Background: an optimization exercise with open tools, aiming at small area, a short achievable clock period and few clock cycles. Do not read the settings as production practice.
Where RTL was checked, it was by simulation tests only, not by an equivalence proof against the original.

job 101:
// euclid_top
module euclid_top
(
  input  wire logic        cr_intf,
  input  wire logic        rst_n,
  input  wire logic        job_start,
  input  wire logic        job_shape,       
  input  wire logic [7:0]  job_p0_x,
  input  wire logic [7:0]  job_p0_y,
  input  wire logic [7:0]  job_p1_x,
  input  wire logic [7:0]  job_p1_y,
  input  wire logic [7:0]  job_p2_x,
  input  wire logic [7:0]  job_p2_y,
  input  wire logic [15:0] job_color,
  input  wire logic [2:0]  job_bzdepth,
  input  wire logic        pxl_ready,
  output logic             busy,
  output logic             job_done,
  output logic             pxl_valid,
  output logic [7:0]       pxl_x,
  output logic [7:0]       pxl_y,
  output logic [15:0]      pxl_color
);
  assign pxl_color = job_color;
  logic start_c;
  assign start_c = job_start & ~busy;
  logic [1:0] lp_c;
  always_comb
  begin
    case (job_bzdepth)
      3'd0, 3'd1: lp_c = 2'd0;
      3'd2:       lp_c = 2'd1;
      default:    lp_c = 2'd2;
    endcase
  end
  logic       g_act;
  logic [1:0] g_lvl;         
  logic       g_st;          
  logic [1:0] g_j;           
  logic [1:0] g_e;           
  logic [7:0] ta_x, ta_y, tb_x, tb_y, tc_x, tc_y;
  function automatic logic [7:0] mid(input logic [7:0] a, input logic [7:0] b);
    logic [8:0] s;
    logic       cy;
    cy = 1'b0;
    for (int i = 0; i < 8; i++)
    begin
      s[i] = a[i] ^ b[i] ^ cy;
      cy   = (a[i] & b[i]) | (cy & (a[i] ^ b[i]));
    end
    s[8] = cy;
    mid  = s[8:1];
  endfunction
  function automatic logic [7:0] step1(input logic [7:0] x, input logic up);
    logic t;
    t = 1'b1;
    for (int i = 0; i < 8; i++)
    begin
      step1[i] = x[i] ^ t;
      t        = t & (x[i] ^ ~up);
    end
  endfunction
  logic [7:0] mab_x, mab_y, mbc_x, mbc_y;
  assign mab_x = mid(ta_x, tb_x);
  assign mab_y = mid(ta_y, tb_y);
  assign mbc_x = mid(tb_x, tc_x);
  assign mbc_y = mid(tb_y, tc_y);
  logic       g_emit;        
  logic       g_jlast;
  logic       g_last;
  logic       g_dir;
  logic [7:0] g_ep_x, g_ep_y;
  logic       g_take;
  assign g_emit  = g_act & (g_lvl == lp_c);
  assign g_jlast = (lp_c == 2'd0) | ((lp_c == 2'd1) & g_j[0]) | (g_j == 2'd3);
  ...
For scale: roughly 1200 cells after synthesis, about 110 I/O pins.
clock: 5.5 ns
lec_check: 0
cap_margin: 20
core_margin: 2
core_utilization: 40
cts_buf_list: sky130_fd_sc_hd__clkbuf_8
setup_slack_margin: 1.7
slew_margin: 20
standard.sh (not shown) runs the stock make flow with config.mk's settings and CLKGATE_MAP_FILE= SYNTH_SCRIPT=/design/flow/synth_recipe.tcl, a recipe that flattens the netlist after the stock synthesis.
==> flow/flow/run.sh <==
#!/bin/bash
# Standard layout, with plain buf_2 cells (instead of the default delay-buffer
# cell) for the port buffers. Full make output goes to make.log.
set -euo pipefail
export BUFFER_PORTS_ARGS="-buffer_cell sky130_fd_sc_hd__buf_2"
bash standard.sh > make.log 2>&1
Testbench counts of job 101, summed over its fixed seeds: cycles 68,592.
Input changes introduced in job 102 (baseline for comparison: job 101):
diff --git a/flow/design.v b/flow/design.v
--- a/flow/design.v
+++ b/flow/design.v
@@ -40,12 +40,13 @@
       default:    lp_c = 2'd2;
     endcase
   end
   logic       g_act;
   logic [1:0] g_lvl;         
   logic       g_st;          
+  logic       g_xf;          
   logic [1:0] g_j;           
   logic [1:0] g_e;           
   logic [7:0] ta_x, ta_y, tb_x, tb_y, tc_x, tc_y;
   function automatic logic [7:0] mid(input logic [7:0] a, input logic [7:0] b);
     logic [8:0] s;
     logic       cy;
@@ -75,13 +76,16 @@
   logic       g_emit;        
   logic       g_jlast;
   logic       g_last;
   logic       g_dir;
   logic [7:0] g_ep_x, g_ep_y;
   logic       g_take;
-  assign g_emit  = g_act & (g_lvl == lp_c);
+  logic g_at, g_early;
+  assign g_at    = g_act & (g_lvl == lp_c);
+  assign g_early = g_act & g_st & ~g_dir & (g_lvl + 2'd1 == lp_c) & (g_e == 2'd0);
+  assign g_emit  = (g_at & ~g_xf) | g_early;
   assign g_jlast = (lp_c == 2'd0) | ((lp_c == 2'd1) & g_j[0]) | (g_j == 2'd3);
   assign g_last  = (g_e == 2'd3) & g_jlast;
   assign g_dir   = ((lp_c == 2'd2) & (g_lvl == 2'd0)) ? g_j[1] : g_j[0];
   always_comb
   begin
     case (g_e)
@@ -190,18 +194,24 @@
       tb_y     <= job_p1_y;
       tc_x     <= job_p2_x;
       tc_y     <= job_p2_y;
       g_lvl    <= 2'd0;
       g_e      <= (job_bzdepth == 3'd0) ? 2'd3 : 2'd0;
       g_st     <= 1'b0;
+      g_xf     <= 1'b0;
       g_j      <= 2'd0;
     end
     else
     begin
-      if (g_act & ~g_emit)
-      begin
+      if (g_act & ~g_at)
+      begin
+        if (g_take)
+        begin
+          g_e  <= 2'd1;
+          g_xf <= 1'b1;
+        end
         g_st <= ~g_st;
         if (!g_st)
         begin
           if (g_dir)
           begin
             ta_x <= mab_x; ta_y <= mab_y;
@@ -222,12 +232,18 @@
           end
           else
           begin
             tc_x <= mbc_x; tc_y <= mbc_y;
           end
         end
+      end
+      else if (g_xf)
+      begin
+        g_xf <= 1'b0;
+        ta_x <= mab_x; ta_y <= mab_y;
+        tb_x <= mbc_x; tb_y <= mbc_y;
       end
       else if (g_take)
       begin
         g_e <= g_e + 2'd1;
         if (g_e == 2'd0)
         begin
Results
- In summary, job 102 completed successfully, with a layout that passed the timing, design-rule and antenna checks.
- Pin count of the biggest net entering global routing down about 33% in job 102 wrt job 101
- The xor/xnor cell area share of the yosys netlist of job 102 and that of job 101 are within noise of each other.
- There was hardly any difference in sequential element share of the synthesized area between job 101 and job 102.
- Job 102: share of cell area taken by flip-flops and latches is 0.65 points lower than what job 101 reported.
- Cell count: job 102 higher than job 101
- From job 101 to job 102 the numbers moved as follows: width of the die went up by about 0.34%; post-layout worst setup margin went up by 0.035 ns; endpoint arrival time on the critical path went down by 0.04 ns; half-perimeter wire length after detailed placement went up by 110 µm.
- Job 102: time the final worst path needs with I/O delays and setup is 0.035 ns lower than what job 101 reported.
- Looking at count of inverters not on the clock network in the layout across job 102 and job 101, the one that comes out lower is job 101.
- Re multi-input combinational gate total: job 102 is about 0.8% down on job 101.
For job 102, only the layout was checked, not whether the RTL still works.

========
Setup of P:
Another version of the RTL of euclid_top (not shown whole).
Size in the first run: roughly 1100 cells after synthesis, about 140 flip-flops, roughly 11000 um2 of cells after synthesis.
==> flow/config.mk <==
export PLATFORM = sky130hd
export DESIGN_NAME = euclid_top
export DESIGN_NICKNAME = euclid_top
export VERILOG_FILES = /design/flow/design.v
export SDC_FILE = /design/flow/constraint.sdc
export NUM_CORES = 4
export LEC_CHECK = 0
export CAP_MARGIN = 20
export CORE_MARGIN = 2
export CORE_UTILIZATION = 40
export CTS_BUF_LIST = sky130_fd_sc_hd__clkbuf_8
export SETUP_SLACK_MARGIN = 1.6
export SLEW_MARGIN = 20
==> flow/constraint.sdc <==
create_clock -name core_clock -period 5.5 [get_ports {cr_intf}]
set_input_delay 1.1000 -clock core_clock [delete_from_list [all_inputs] [get_ports {cr_intf}]]
set_output_delay 1.1000 -clock core_clock [all_outputs]
set_load 0.01 [all_outputs]
run.sh (not shown) runs the stock make flow with config.mk's settings and CLKGATE_MAP_FILE= SYNTH_SCRIPT=/design/flow/synth_recipe.tcl, a recipe that flattens the netlist after the stock synthesis.
Stock flow here: none of the scripts above is used.
## Diff of input files: S against P
-- flow/design.v --
<<< P, line 100
  logic       sx, sy;
  logic signed [9:0] err;
  logic       xmaj;          
  logic       cur_last;
  assign pxl_x = ps_x;
  assign pxl_y = ps_y;
  logic at_end, accept, line_free;    
  logic [7:0] xm, ym;
  logic       eq_x, eq_y;
  assign xm   = step1(ps_x, sx);
  assign ym   = step1(ps_y, sy);
  assign eq_x = step_x ? (xm == en_x) : (ps_x == en_x);
  assign eq_y = step_y ? (ym == en_y) : (ps_y == en_y);
  assign accept    = pxl_valid & pxl_ready;
  assign job_done  = accept & at_end & cur_last;
>>> S, line 100
  logic       sx, sy;
  logic signed [9:0] err;
  logic       cur_last;
  assign pxl_x = ps_x;
  assign pxl_y = ps_y;
  logic at_end, accept, line_free;
  assign at_end    = (ps_x == en_x) & (ps_y == en_y);
  assign accept    = pxl_valid & pxl_ready;
  assign job_done  = accept & at_end & cur_last;
<<< P, line 126
  assign ndx   = nsx ? ddx_a[7:0] : ddx_b[7:0];
  assign ndy   = nsy ? ddy_a[7:0] : ddy_b[7:0];
  logic signed [9:0] err0;
  assign err0 = $signed({2'b00, ndx}) - $signed({2'b00, ndy});
  logic signed [10:0] e2, sdx, sdy, serr, e_both, e_one;
  logic step_min, step_x, step_y;
  logic [9:0] err_nx;
  assign e2       = {err, 1'b0};
  assign sdx      = $signed({3'b000, dx});
  assign sdy      = $signed({3'b000, dy});
  assign serr     = 11'(err);
  assign step_min = xmaj ? (e2 < sdx) : (e2 > -sdy);
  assign e_both   = serr + sdx - sdy;
  assign e_one    = serr + (xmaj ? -sdy : sdx);
  assign err_nx   = ({10{step_min}} & e_both[9:0]) | ({10{~step_min}} & e_one[9:0]);
  assign step_x   = xmaj | step_min;
  assign step_y   = ~xmaj | step_min;
  always_ff @(posedge cr_intf or negedge rst_n)
  begin
>>> S, line 120
  assign ndx   = nsx ? ddx_a[7:0] : ddx_b[7:0];
  assign ndy   = nsy ? ddy_a[7:0] : ddy_b[7:0];
  logic signed [10:0] tx, ty;
  logic step_x, step_y;
  logic signed [9:0] err_x, err_y, err_xy, err_nx;
  assign tx     = {err, 1'b0};                            
  assign ty     = -$signed({3'b000, dy});
  assign step_x = (tx > ty);                              
  assign step_y = (tx < $signed({3'b000, dx}));           
  assign err_x  = err - $signed({2'b00, dy});
  assign err_y  = err + $signed({2'b00, dx});
  assign err_xy = err + $signed({2'b00, dx}) - $signed({2'b00, dy});
  assign err_nx = ({10{step_x &  step_y}} & err_xy) |
                  ({10{step_x & ~step_y}} & err_x) |
                  ({10{~step_x}}          & err_y);
  always_ff @(posedge cr_intf or negedge rst_n)
  begin
<<< P, line 261
        sx       <= nsx;
        sy       <= nsy;
        err      <= err0;
        xmaj     <= ~err0[9];
        cur_last <= ne_last;
        at_end   <= (ne_x == en_x) & (ne_y == en_y);
      end
      else if (accept & ~at_end)
      begin
        err    <= err_nx[9:0];
        at_end <= eq_x & eq_y;
        if (step_x)
          ps_x <= xm;
        if (step_y)
          ps_y <= ym;
      end
    end
>>> S, line 253
        sx       <= nsx;
        sy       <= nsy;
        err      <= $signed({2'b00, ndx}) - $signed({2'b00, ndy});
        cur_last <= ne_last;
      end
      else if (accept & ~at_end)
      begin
        err <= err_nx[9:0];
        if (step_x)
          ps_x <= step1(ps_x, sx);
        if (step_y)
          ps_y <= step1(ps_y, sy);
      end
    end
==> comparison <==
Lower hold slack was reported by P, not S.
Post-synthesis simple-gate area fraction (higher): P
P and S ended up with roughly the same fraction of synthesized cell area in xor and xnor cells.
Looking at part of the cycle the worst path needs across S and P, the one that comes out lower is S.
S ends up with a maximum clock rate that is 0.0010 GHz higher than in P.
Sequential cell count of S falls short of that of P slightly.
P has lower layout overhead on the synthesized area than S.
Testbench counts of S, summed over its fixed seeds: cycles 68,592.
For P, only the layout was checked, not whether the RTL still works.

========
old:
RTL: one of the versions met above, not the one the previous note started from.
Size: roughly 140 flip-flops.
==> flow/config.mk <==
export PLATFORM = sky130hd
export DESIGN_NAME = euclid_top
export DESIGN_NICKNAME = euclid_top
export VERILOG_FILES = /design/flow/design.v
export SDC_FILE = /design/flow/constraint.sdc
export NUM_CORES = 4
export LEC_CHECK = 0
export CAP_MARGIN = 20
export CORE_MARGIN = 2
export CORE_UTILIZATION = 40
export CTS_BUF_LIST = sky130_fd_sc_hd__clkbuf_8
export SLEW_MARGIN = 20
==> flow/constraint.sdc <==
create_clock -name core_clock -period 5.5 [get_ports {cr_intf}]
set_input_delay 1.1000 -clock core_clock [delete_from_list [all_inputs] [get_ports {cr_intf}]]
set_output_delay 1.1000 -clock core_clock [all_outputs]
set_load 0.01 [all_outputs]
Testbench counts of old, summed over its fixed seeds: cycles 68,592.
Input-level comparison between new and old:
--- a/flow/design.v
+++ b/flow/design.v
@@ -118,18 +118,18 @@
   assign nsx   = ~ddx_a[8];
   assign nsy   = ~ddy_a[8];
   assign ndx   = nsx ? ddx_a[7:0] : ddx_b[7:0];
   assign ndy   = nsy ? ddy_a[7:0] : ddy_b[7:0];
   logic signed [10:0] tx, ty;
   logic step_x, step_y;
   logic signed [9:0] err_x, err_y, err_xy, err_nx;
-  assign tx     = {err, 1'b0};                            
-  assign ty     = -$signed({3'b000, dy});
-  assign step_x = (tx > ty);                              
-  assign step_y = (tx < $signed({3'b000, dx}));           
+  assign tx     = {err, 1'b0} + $signed({3'b000, dy});    
+  assign ty     = $signed({3'b000, dx}) - {err, 1'b0};    
+  assign step_x = ~tx[10] & (tx != 11'sd0);
+  assign step_y = ~ty[10] & (ty != 11'sd0);
   assign err_x  = err - $signed({2'b00, dy});
   assign err_y  = err + $signed({2'b00, dx});
   assign err_xy = err + $signed({2'b00, dx}) - $signed({2'b00, dy});
   assign err_nx = ({10{step_x &  step_y}} & err_xy) |
                   ({10{step_x & ~step_y}} & err_x) |
                   ({10{~step_x}}          & err_y);
   always_ff @(posedge cr_intf or negedge rst_n)
Notes after the runs:
Timing endpoint of the critical path: err[9] -> old, err[6] -> new. Simple-gate share of the synthesized area delta for new relative to old: 1.3 points higher. Going from old to new, met2 usage increased 0.81 points, post-layout utilization of the core went up, clock skew higher, worst hold-check slack +0.0041 ns.
Testbench counts of new, summed over its fixed seeds: cycles 68,592.

========
Setup of oak:
The RTL this note starts from:
==> flow/design.v <==
`default_nettype none
package euclid_pkg;
  localparam int X_W = 8;
  localparam int Y_W = 8;
endpackage
`default_nettype wire
`timescale 1ns/1ps
`default_nettype none
module euclid_top
(
  input  wire logic        cr_intf,
  input  wire logic        rst_n,
  input  wire logic        job_start,
  input  wire logic        job_shape,       
  input  wire logic [7:0]  job_p0_x,
  input  wire logic [7:0]  job_p0_y,
  input  wire logic [7:0]  job_p1_x,
  input  wire logic [7:0]  job_p1_y,
  input  wire logic [7:0]  job_p2_x,
  input  wire logic [7:0]  job_p2_y,
  input  wire logic [15:0] job_color,
  input  wire logic [2:0]  job_bzdepth,
  input  wire logic        pxl_ready,
  output logic             busy,
  output logic             job_done,
  output logic             pxl_valid,
  output logic [7:0]       pxl_x,
  output logic [7:0]       pxl_y,
  output logic [15:0]      pxl_color
);
  assign pxl_color = job_color;
  logic start_c;
  assign start_c = job_start & ~busy;
  logic [1:0] lp_c;
  always_comb
  begin
    case (job_bzdepth)
      3'd0, 3'd1: lp_c = 2'd0;
      3'd2:       lp_c = 2'd1;
      default:    lp_c = 2'd2;
    endcase
  end
  logic       g_act;
  logic [1:0] g_lvl;         
  logic       g_st;          
  logic [1:0] g_j;           
  logic [1:0] g_e;           
  logic [7:0] ta_x, ta_y, tb_x, tb_y, tc_x, tc_y;
  function automatic logic [7:0] mid(input logic [7:0] a, input logic [7:0] b);
    logic [8:0] s;
    logic       cy;
    cy = 1'b0;
    for (int i = 0; i < 8; i++)
    begin
      s[i] = a[i] ^ b[i] ^ cy;
      cy   = (a[i] & b[i]) | (cy & (a[i] ^ b[i]));
    end
    s[8] = cy;
    mid  = s[8:1];
  endfunction
  function automatic logic [7:0] step1(input logic [7:0] x, input logic up);
    logic t;
    t = 1'b1;
    for (int i = 0; i < 8; i++)
    begin
      step1[i] = x[i] ^ t;
      t        = t & (x[i] ^ ~up);
    end
  endfunction
  logic [7:0] mab_x, mab_y, mbc_x, mbc_y;
  assign mab_x = mid(ta_x, tb_x);
  assign mab_y = mid(ta_y, tb_y);
  assign mbc_x = mid(tb_x, tc_x);
  assign mbc_y = mid(tb_y, tc_y);
  logic       g_emit;        
  logic       g_jlast;
  logic       g_last;
  logic       g_dir;
  logic [7:0] g_ep_x, g_ep_y;
  logic       g_take;
  assign g_emit  = g_act & (g_lvl == lp_c);
  assign g_jlast = (lp_c == 2'd0) | ((lp_c == 2'd1) & g_j[0]) | (g_j == 2'd3);
  assign g_last  = (g_e == 2'd3) & g_jlast;
  assign g_dir   = ((lp_c == 2'd2) & (g_lvl == 2'd0)) ? g_j[1] : g_j[0];
  always_comb
  begin
    case (g_e)
      2'd0, 2'd1: begin g_ep_x = mab_x; g_ep_y = mab_y; end
      2'd2:       begin g_ep_x = tb_x;  g_ep_y = tb_y;  end
      default:    begin g_ep_x = tc_x;  g_ep_y = tc_y;  end
    endcase
  end
  logic       ne_v, ne_last;
  logic [7:0] ne_x, ne_y;
  logic       ne_take;
  assign g_take = g_emit & (~ne_v | ne_take);
  logic [7:0] ps_x, ps_y;    
  logic [7:0] en_x, en_y;    
  logic [7:0] dx, dy;
  logic       sx, sy;
  logic signed [9:0] err;
  logic       cur_last;
  assign pxl_x = ps_x;
  assign pxl_y = ps_y;
  logic at_end, accept, line_free;
  assign at_end    = (ps_x == en_x) & (ps_y == en_y);
  assign accept    = pxl_valid & pxl_ready;
  assign job_done  = accept & at_end & cur_last;
  assign line_free = ~pxl_valid | (accept & at_end & ~cur_last);
  assign ne_take   = busy & line_free & ne_v;
  logic [8:0] ddx_a, ddx_b, ddy_a, ddy_b;
  logic [7:0] ndx, ndy;
  logic       nsx, nsy;
  assign ddx_a = {1'b0, ne_x} - {1'b0, en_x};
  assign ddx_b = {1'b0, en_x} - {1'b0, ne_x};
  assign ddy_a = {1'b0, ne_y} - {1'b0, en_y};
  assign ddy_b = {1'b0, en_y} - {1'b0, ne_y};
  assign nsx   = ~ddx_a[8];
  assign nsy   = ~ddy_a[8];
  assign ndx   = nsx ? ddx_a[7:0] : ddx_b[7:0];
  assign ndy   = nsy ? ddy_a[7:0] : ddy_b[7:0];
  logic signed [10:0] tx, ty;
  logic step_x, step_y;
  logic signed [9:0] err_x, err_y, err_xy, err_nx;
  assign tx     = {err, 1'b0};                            
  assign ty     = -$signed({3'b000, dy});
  assign step_x = (tx > ty);                              
  assign step_y = (tx < $signed({3'b000, dx}));           
  assign err_x  = err - $signed({2'b00, dy});
  assign err_y  = err + $signed({2'b00, dx});
  assign err_xy = err + $signed({2'b00, dx}) - $signed({2'b00, dy});
  assign err_nx = ({10{step_x &  step_y}} & err_xy) |
                  ({10{step_x & ~step_y}} & err_x) |
                  ({10{~step_x}}          & err_y);
  always_ff @(posedge cr_intf or negedge rst_n)
  begin
    if (!rst_n)
    begin
      busy      <= 1'b0;
      pxl_valid <= 1'b0;
      ne_v      <= 1'b0;
      g_act     <= 1'b0;
    end
    else
    begin
      if (start_c)
      begin
        busy      <= 1'b1;
        pxl_valid <= 1'b0;
        ne_v      <= ~job_shape | (job_bzdepth == 3'd0);
        g_act     <= job_shape;
      end
      else
      begin
        if (job_done)
        begin
          busy      <= 1'b0;
          pxl_valid <= 1'b0;
        end
        else if (busy & line_free)
          pxl_valid <= ne_v;
        if (g_take)
          ne_v <= 1'b1;
        else if (ne_take)
          ne_v <= 1'b0;
        if (g_take & g_last)
          g_act <= 1'b0;
      end
    end
  end
  always_ff @(posedge cr_intf)
  begin
    if (start_c)
    begin
      ps_x     <= job_p0_x;
      ps_y     <= job_p0_y;
      en_x     <= job_p0_x;
      en_y     <= job_p0_y;
      ne_x     <= job_p1_x;
      ne_y     <= job_p1_y;
      ne_last  <= ~job_shape;
      ta_x     <= job_p0_x;
      ta_y     <= job_p0_y;
      tb_x     <= job_p1_x;
      tb_y     <= job_p1_y;
      tc_x     <= job_p2_x;
      tc_y     <= job_p2_y;
      g_lvl    <= 2'd0;
      g_e      <= (job_bzdepth == 3'd0) ? 2'd3 : 2'd0;
      g_st     <= 1'b0;
      g_j      <= 2'd0;
    end
    else
    begin
      if (g_act & ~g_emit)
      begin
        g_st <= ~g_st;
        if (!g_st)
        begin
          if (g_dir)
          begin
            ta_x <= mab_x; ta_y <= mab_y;
            tb_x <= mbc_x; tb_y <= mbc_y;
          end
          else
          begin
            tb_x <= mab_x; tb_y <= mab_y;
            tc_x <= mbc_x; tc_y <= mbc_y;
          end
        end
        else
        begin
          g_lvl <= g_lvl + 2'd1;
          if (g_dir)
          begin
            ta_x <= mab_x; ta_y <= mab_y;
          end
          else
          begin
            tc_x <= mbc_x; tc_y <= mbc_y;
          end
        end
      end
      else if (g_take)
      begin
        g_e <= g_e + 2'd1;
        if (g_e == 2'd0)
        begin
          ta_x <= mab_x; ta_y <= mab_y;
          tb_x <= mbc_x; tb_y <= mbc_y;
        end
        if (g_e == 2'd3)
        begin
          g_j   <= g_j + 2'd1;
          g_lvl <= 2'd0;
          ta_x  <= job_p0_x; ta_y <= job_p0_y;
          tb_x  <= job_p1_x; tb_y <= job_p1_y;
          tc_x  <= job_p2_x; tc_y <= job_p2_y;
        end
      end
      if (g_take)
      begin
        ne_x    <= g_ep_x;
        ne_y    <= g_ep_y;
        ne_last <= g_last;
      end
      if (ne_take)
      begin
        en_x     <= ne_x;
        en_y     <= ne_y;
        dx       <= ndx;
        dy       <= ndy;
        sx       <= nsx;
        sy       <= nsy;
        err      <= $signed({2'b00, ndx}) - $signed({2'b00, ndy});
        cur_last <= ne_last;
      end
      else if (accept & ~at_end)
      begin
        err <= err_nx[9:0];
        if (step_x)
          ps_x <= step1(ps_x, sx);
        if (step_y)
          ps_y <= step1(ps_y, sy);
      end
    end
  end
endmodule
`default_nettype wire
export LEC_CHECK = 0
export CAP_MARGIN = 20
export CORE_MARGIN = 2
export CORE_UTILIZATION = 40
export CTS_BUF_LIST = sky130_fd_sc_hd__clkbuf_8
export SETUP_SLACK_MARGIN = 2.0
export SLEW_MARGIN = 20
create_clock -name core_clock -period 5.5 [get_ports {cr_intf}]
oak reached the end of the flow, and the finished layout is clean on the timing, design-rule and antenna checks.
Testbench counts of oak, summed over its fixed seeds: cycles 68,592.
Edits applied to the flow inputs when going from oak to pine:
-- flow/design.v --
<<< oak, line 103
  assign pxl_x = ps_x;
  assign pxl_y = ps_y;
  logic at_end, accept, line_free;
  assign at_end    = (ps_x == en_x) & (ps_y == en_y);
  assign accept    = pxl_valid & pxl_ready;
  assign job_done  = accept & at_end & cur_last;
>>> pine, line 103
  assign pxl_x = ps_x;
  assign pxl_y = ps_y;
  logic at_end, accept, line_free;    
  logic [7:0] xm, ym;
  logic       eq_x, eq_y;
  assign xm   = step1(ps_x, sx);
  assign ym   = step1(ps_y, sy);
  assign eq_x = step_x ? (xm == en_x) : (ps_x == en_x);
  assign eq_y = step_y ? (ym == en_y) : (ps_y == en_y);
  assign accept    = pxl_valid & pxl_ready;
  assign job_done  = accept & at_end & cur_last;
<<< oak, line 255
        err      <= $signed({2'b00, ndx}) - $signed({2'b00, ndy});
        cur_last <= ne_last;
      end
      else if (accept & ~at_end)
      begin
        err <= err_nx[9:0];
        if (step_x)
          ps_x <= step1(ps_x, sx);
        if (step_y)
          ps_y <= step1(ps_y, sy);
      end
    end
>>> pine, line 260
        err      <= $signed({2'b00, ndx}) - $signed({2'b00, ndy});
        cur_last <= ne_last;
        at_end   <= (ne_x == en_x) & (ne_y == en_y);
      end
      else if (accept & ~at_end)
      begin
        err    <= err_nx[9:0];
        at_end <= eq_x & eq_y;
        if (step_x)
          ps_x <= xm;
        if (step_y)
          ps_y <= ym;
      end
    end
## What came out
- Global-route usage (pine over oak): increase, 1.6 points
- Between oak and pine, the flow reports fmax increasing by a few percent.
- pine reports a higher number of clock buffers in the layout than oak does.
- oak has lower worst setup slack after layout than pine.
Testbench counts of pine, summed over its fixed seeds: cycles 68,592.

[what the ideal ports hide]
The results above use ideal ports. As a check the final layouts listed here were re-extracted and re-timed, cells and wires unchanged. Step 1, drivers: a clkbuf_16 drives cr_intf and a buf_2 each remaining input, both assumed. Step 2 also shifts input and output timing later by t, the mid clock arrival at the registers, as if the neighbouring blocks saw the same clock. a / b / c = ideal / step 1 / step 2; a / b = the first two.
run | shift t [ns] | slack for setup (ns) | clock arrival spread, ns | worst register clock-pin slew, ns | worst slew at a driven data input, ns
job 101 | 0.492 | 1.668 / 1.668 / 1.583 | 0.010 / 0.010 | 0.08 / 0.08 | 0.07
job 102 | 0.483 | 1.703 / 1.703 / 1.445 | 0.017 / 0.017 | 0.09 / 0.09 | 0.07
P | 0.504 | 1.632 / 1.632 / 1.380 | 0.017 / 0.017 | 0.10 / 0.10 | 0.07
S | 0.507 | 1.647 / 1.624 / 1.444 | 0.015 / 0.014 | 0.09 / 0.09 | 0.07
old | 0.500 | 1.240 / 1.214 / 1.240 | 0.015 / 0.016 | 0.09 / 0.09 | 0.07
new | 0.509 | 1.250 / 1.250 / 1.250 | 0.024 / 0.024 | 0.11 / 0.11 | 0.07
oak | 0.494 | 1.665 / 1.623 / 1.691 | 0.014 / 0.013 | 0.09 / 0.09 | 0.07
pine | 0.492 | 1.766 / 1.766 / 1.642 | 0.017 / 0.017 | 0.09 / 0.09 | 0.06
After both steps setup and hold are still met in every run listed. For job 102, which loses most, drivers alone change the setup slack by 0.000 ns; drivers and shift together by -0.258 ns.
